This is an optimization exercise on Yosys and OpenROAD, whose aim is small area, a short achievable clock period and few clock cycles per item, not a production implementation.
The RTL was checked by simulation tests, not by an equivalence proof against the original design.
Power is estimated from default activity; no workload was simulated.

==> flow/design.v <==
package dfq_pkg;
    localparam int unsigned DATA_W  = 32;
    localparam int unsigned COUNT_W = 5;
    typedef enum logic [1:0] {
        OP_UNIQUE = 2'd0,
        OP_PLAIN  = 2'd1,
        OP_DEQ    = 2'd2,
        OP_CLEAR  = 2'd3
    } t_opcode;
    typedef enum logic [2:0] {
        ST_ENQUEUED  = 3'd0,
        ST_DUPLICATE = 3'd1,
        ST_FULL      = 3'd2,
        ST_EMPTY     = 3'd3,
        ST_DEQUEUED  = 3'd4,
        ST_CLEARED   = 3'd5
    } t_status;
    typedef enum logic [2:0] {
        S_IDLE,
        S_SCAN,
        S_DEQ,
        S_EXEC,
        S_DONE
    } t_state;
    typedef struct packed {
        t_opcode                    opcode;
        logic signed [DATA_W-1:0]   value_in;
    } t_in_req;
    typedef struct packed {
        t_status                    status;
        logic signed [DATA_W-1:0]   value_out;
        logic [COUNT_W-1:0]         count_out;
    } t_out_req;
endpackage
module dedup_fifo_queue #(
    parameter int unsigned QUEUE_DEPTH = 16
) (
    input  logic               i_clk,
    input  logic               i_rst_n,
    input  logic               i_in_valid,
    output logic               o_in_ready,
    input  logic [1:0]         i_in_opcode,
    input  logic [31:0]        i_in_value,
    output logic               o_out_valid,
    input  logic               i_out_ready,
    output logic [2:0]         o_out_status,
    output logic [31:0]        o_out_value,
    output logic [4:0]         o_out_count
);
    localparam int unsigned D  = 16;
    localparam int unsigned DW = dfq_pkg::DATA_W;
    logic          i_valid;
    logic [1:0]    i_op;
    logic [DW-1:0] i_val;
    logic          r_valid;
    logic [1:0]    r_op;
    logic [DW-1:0] r_val;
    logic [D-1:0]  r_match;   
    logic          r_eqp;     
    logic          r_lenq;    
    logic          p_valid;
    logic [2:0]    p_status;
    logic          o_valid;
    logic [2:0]    o_status;
    logic [DW-1:0] o_value;
    logic [4:0]    o_count;
    logic [DW-1:0] mem [D];
    logic [D-1:0]  vld;
    logic [3:0]    head, tail;
    logic [4:0]    count;
    logic          empty_r;   
    logic [D-1:0]  rd_sel;    
    logic          ready;
    assign ready      = !p_valid;
    assign o_in_ready = ready;
    logic full, empty, dup, enq_try, enq_ok, deq_ok, is_uniq, is_deq, is_clr;
    assign full    = count[4];
    assign empty   = empty_r;
    assign dup     = (|r_match) || (r_lenq && r_eqp);
    assign is_uniq = (r_op == 2'd0);
    assign is_deq  = (r_op == 2'd2);
    assign is_clr  = (r_op == 2'd3);
    assign enq_try = !r_op[1];
    assign enq_ok  = enq_try && !full && !(is_uniq && dup);
    assign deq_ok  = is_deq && !empty;
    logic [2:0] r_status;
    logic [4:0] r_count;
    always_comb begin
        if (is_clr)                r_status = 3'd5;
        else if (is_deq)           r_status = empty ? 3'd3 : 3'd4;
        else if (is_uniq && dup)   r_status = 3'd1;
        else if (full)             r_status = 3'd2;
        else                       r_status = 3'd0;
        if (is_clr)                r_count = 5'd0;
        else if (enq_ok)           r_count = count + 5'd1;
        else if (deq_ok)           r_count = count - 5'd1;
        else                       r_count = count;
    end
    logic hazard;
    assign hazard = p_valid && (p_status == 3'd4) && (count == 5'd15);
    logic o_can_load, go;
    assign o_can_load = !o_valid || i_out_ready;
    assign go = r_valid && (p_valid ? (o_can_load && !(hazard && enq_try)) : 1'b1);
    logic wr;
    assign wr = enq_try && !full && !hazard;
    always_ff @(posedge i_clk) begin
        for (int i = 0; i < D; i++) begin
            if (wr && tail == 4'(i)) mem[i] <= r_val;
        end
    end
    always_ff @(posedge i_clk) begin
        if (!i_rst_n) begin
            vld     <= '0;
            head    <= '0;
            tail    <= '0;
            count   <= '0;
            empty_r <= 1'b1;
        end else if (go) begin
            count   <= r_count;
            empty_r <= (r_count == 5'd0);
            if (is_clr) begin
                vld  <= '0;
                head <= '0;
                tail <= '0;
            end else begin
                if (enq_ok) begin
                    vld[tail] <= 1'b1;
                    tail      <= tail + 4'd1;
                end
                if (deq_ok) begin
                    vld[head] <= 1'b0;
                    head      <= head + 4'd1;
                end
            end
        end
    end
    always_ff @(posedge i_clk) begin
        if (!i_rst_n)   i_valid <= 1'b0;
        else if (ready) i_valid <= i_in_valid;
    end
    always_ff @(posedge i_clk) begin
        if (ready) begin
            i_op  <= i_in_opcode;
            i_val <= i_in_value;
        end
    end
    logic [D-1:0] in_match, keep;
    always_comb begin
        for (int i = 0; i < D; i++) begin
            keep[i]     = vld[i] && !(r_valid && (is_clr || (deq_ok && head == 4'(i))));
            in_match[i] = keep[i] && (mem[i] == i_val);
        end
    end
    always_ff @(posedge i_clk) begin
        if (!i_rst_n)   r_valid <= 1'b0;
        else if (ready) r_valid <= i_valid;
        else if (go)    r_valid <= 1'b0;
    end
    always_ff @(posedge i_clk) begin
        if (ready) begin
            r_op    <= i_op;
            r_val   <= i_val;
            r_match <= in_match;
            r_eqp   <= (i_val == r_val);
            r_lenq  <= r_valid && enq_ok;
        end
    end
    logic p_next;
    always_comb begin
        if (p_valid) p_next = o_can_load ? go : 1'b1;
        else         p_next = r_valid && !o_can_load;
    end
    always_ff @(posedge i_clk) begin
        if (!i_rst_n) p_valid <= 1'b0;
        else          p_valid <= p_next;
    end
    always_ff @(posedge i_clk) begin
        if (!p_valid || o_can_load) p_status <= r_status;
    end
    logic [D-1:0] head_oh, head_oh_inc;
    always_comb begin
        for (int i = 0; i < D; i++) begin
            head_oh[i]     = (head == 4'(i));
            head_oh_inc[i] = (head == 4'(i - 1));
        end
    end
    always_ff @(posedge i_clk) begin
        if (!i_rst_n)                rd_sel <= D'(1);
        else if (p_next)             rd_sel <= go ? head_oh : rd_sel;
        else if (go && is_clr)       rd_sel <= D'(1);
        else if (go && deq_ok)       rd_sel <= head_oh_inc;
        else                         rd_sel <= head_oh;
    end
    logic          rd_en;
    logic [DW-1:0] rd_val;
    assign rd_en = p_valid ? (p_status == 3'd4) : deq_ok;
    always_comb begin
        rd_val = '0;
        for (int i = 0; i < D; i++) rd_val = rd_val | (mem[i] & {DW{rd_sel[i]}});
        rd_val = rd_val & {DW{rd_en}};
    end
    always_ff @(posedge i_clk) begin
        if (!i_rst_n)        o_valid <= 1'b0;
        else if (o_can_load) o_valid <= p_valid || r_valid;
    end
    always_ff @(posedge i_clk) begin
        if (o_can_load) begin
            o_status <= p_valid ? p_status : r_status;
            o_count  <= p_valid ? count : r_count;
            o_value  <= rd_val;
        end
    end
    assign o_out_valid  = o_valid;
    assign o_out_status = o_status;
    assign o_out_value  = o_value;
    assign o_out_count  = o_count;
endmodule
==> flow/config.mk <==
export PLATFORM = sky130hd
export DESIGN_NAME = dedup_fifo_queue
export DESIGN_NICKNAME = dedup_fifo_queue
export VERILOG_FILES = /design/flow/design.v
export SDC_FILE = /design/flow/constraint.sdc
export NUM_CORES = 4
export LEC_CHECK = 0
export ABC_CLOCK_PERIOD_IN_PS = 2500
export CAP_MARGIN = 20
export CORE_MARGIN = 2
export CORE_UTILIZATION = 65
export PLACE_DENSITY = 0.75
export SETUP_SLACK_MARGIN = 3.5
export SLEW_MARGIN = 40
==> flow/constraint.sdc <==
create_clock -name core_clock -period 6.0 [get_ports {i_clk}]
set_input_delay 1.2000 -clock core_clock [delete_from_list [all_inputs] [get_ports {i_clk}]]
set_output_delay 1.2000 -clock core_clock [all_outputs]
set_load 0.01 [all_outputs]
run.sh (not shown) runs the stock make flow with config.mk's settings and CLKGATE_MAP_FILE= SYNTH_SCRIPT=/design/flow/synth_recipe.tcl, a recipe that flattens the netlist after the stock synthesis.
The baseline finished clean.
Testbench counts at the start, summed over its fixed seeds: cycles 9,624, items 9,600.
==> next run, changes <==
==> flow/config.mk (replaced) <==
export PLATFORM = sky130hd
export DESIGN_NAME = dedup_fifo_queue
export DESIGN_NICKNAME = dedup_fifo_queue
export VERILOG_FILES = /design/flow/design.v
export SDC_FILE = /design/flow/constraint.sdc
export NUM_CORES = 4
export LEC_CHECK = 0
export ABC_CLOCK_PERIOD_IN_PS = 2700
export CAP_MARGIN = 20
export CORE_MARGIN = 2
export CORE_UTILIZATION = 50
export CTS_BUF_LIST = sky130_fd_sc_hd__clkbuf_16
export CTS_CLUSTER_DIAMETER = 80
export CTS_CLUSTER_SIZE = 24
export PLACE_DENSITY = 0.65
export SETUP_SLACK_MARGIN = 3.3
export SLEW_MARGIN = 40
Result: First-iteration DRC count decreases by 17%; worst setup slack is better by 0.012 ns; final cell count increases by 3.8%; power decreases by 12%; design area decreases by 3.8%; clock power decreases by 29%; via count decreases by 7.1%; core utilization decreases by 20 points; synthesized cell count stays the same; hold slack is about the same.

## port drivers added, routing unchanged
In the flow no input, the clock included, has a driving cell. The finished layouts below were timed again as built, in two steps. Step 1 sets driving cells, clkbuf_16 on the clock port and buf_2 on the other inputs (assumed; they add their load-dependent delay and slew). Step 2 also shifts input and output timing later by t, the mid clock arrival at the registers, as if the neighbouring blocks saw the same clock. Three values: ideal, step 1, step 2; two values: the first two.
| run | shift t [ns] | slack for setup (ns) | hold WS [ns] | worst setup path after step 2 | slew at the worst register clock pin (ns) |
|---|---|---|---|---|---|
| the first run | 0.700 | 3.302 / 3.302 / 2.913 | 0.436 / 0.436 / 0.436 | input to register | 0.07 / 0.07 |
| the second run | 0.686 | 3.313 / 3.255 / 2.734 | 0.438 / 0.438 / 0.438 | input to register | 0.11 / 0.11 |
After both steps setup and hold are still met in every run listed. The setup slack of the second run, which loses most, moves by -0.058 ns with the drivers and by -0.579 ns with both steps.
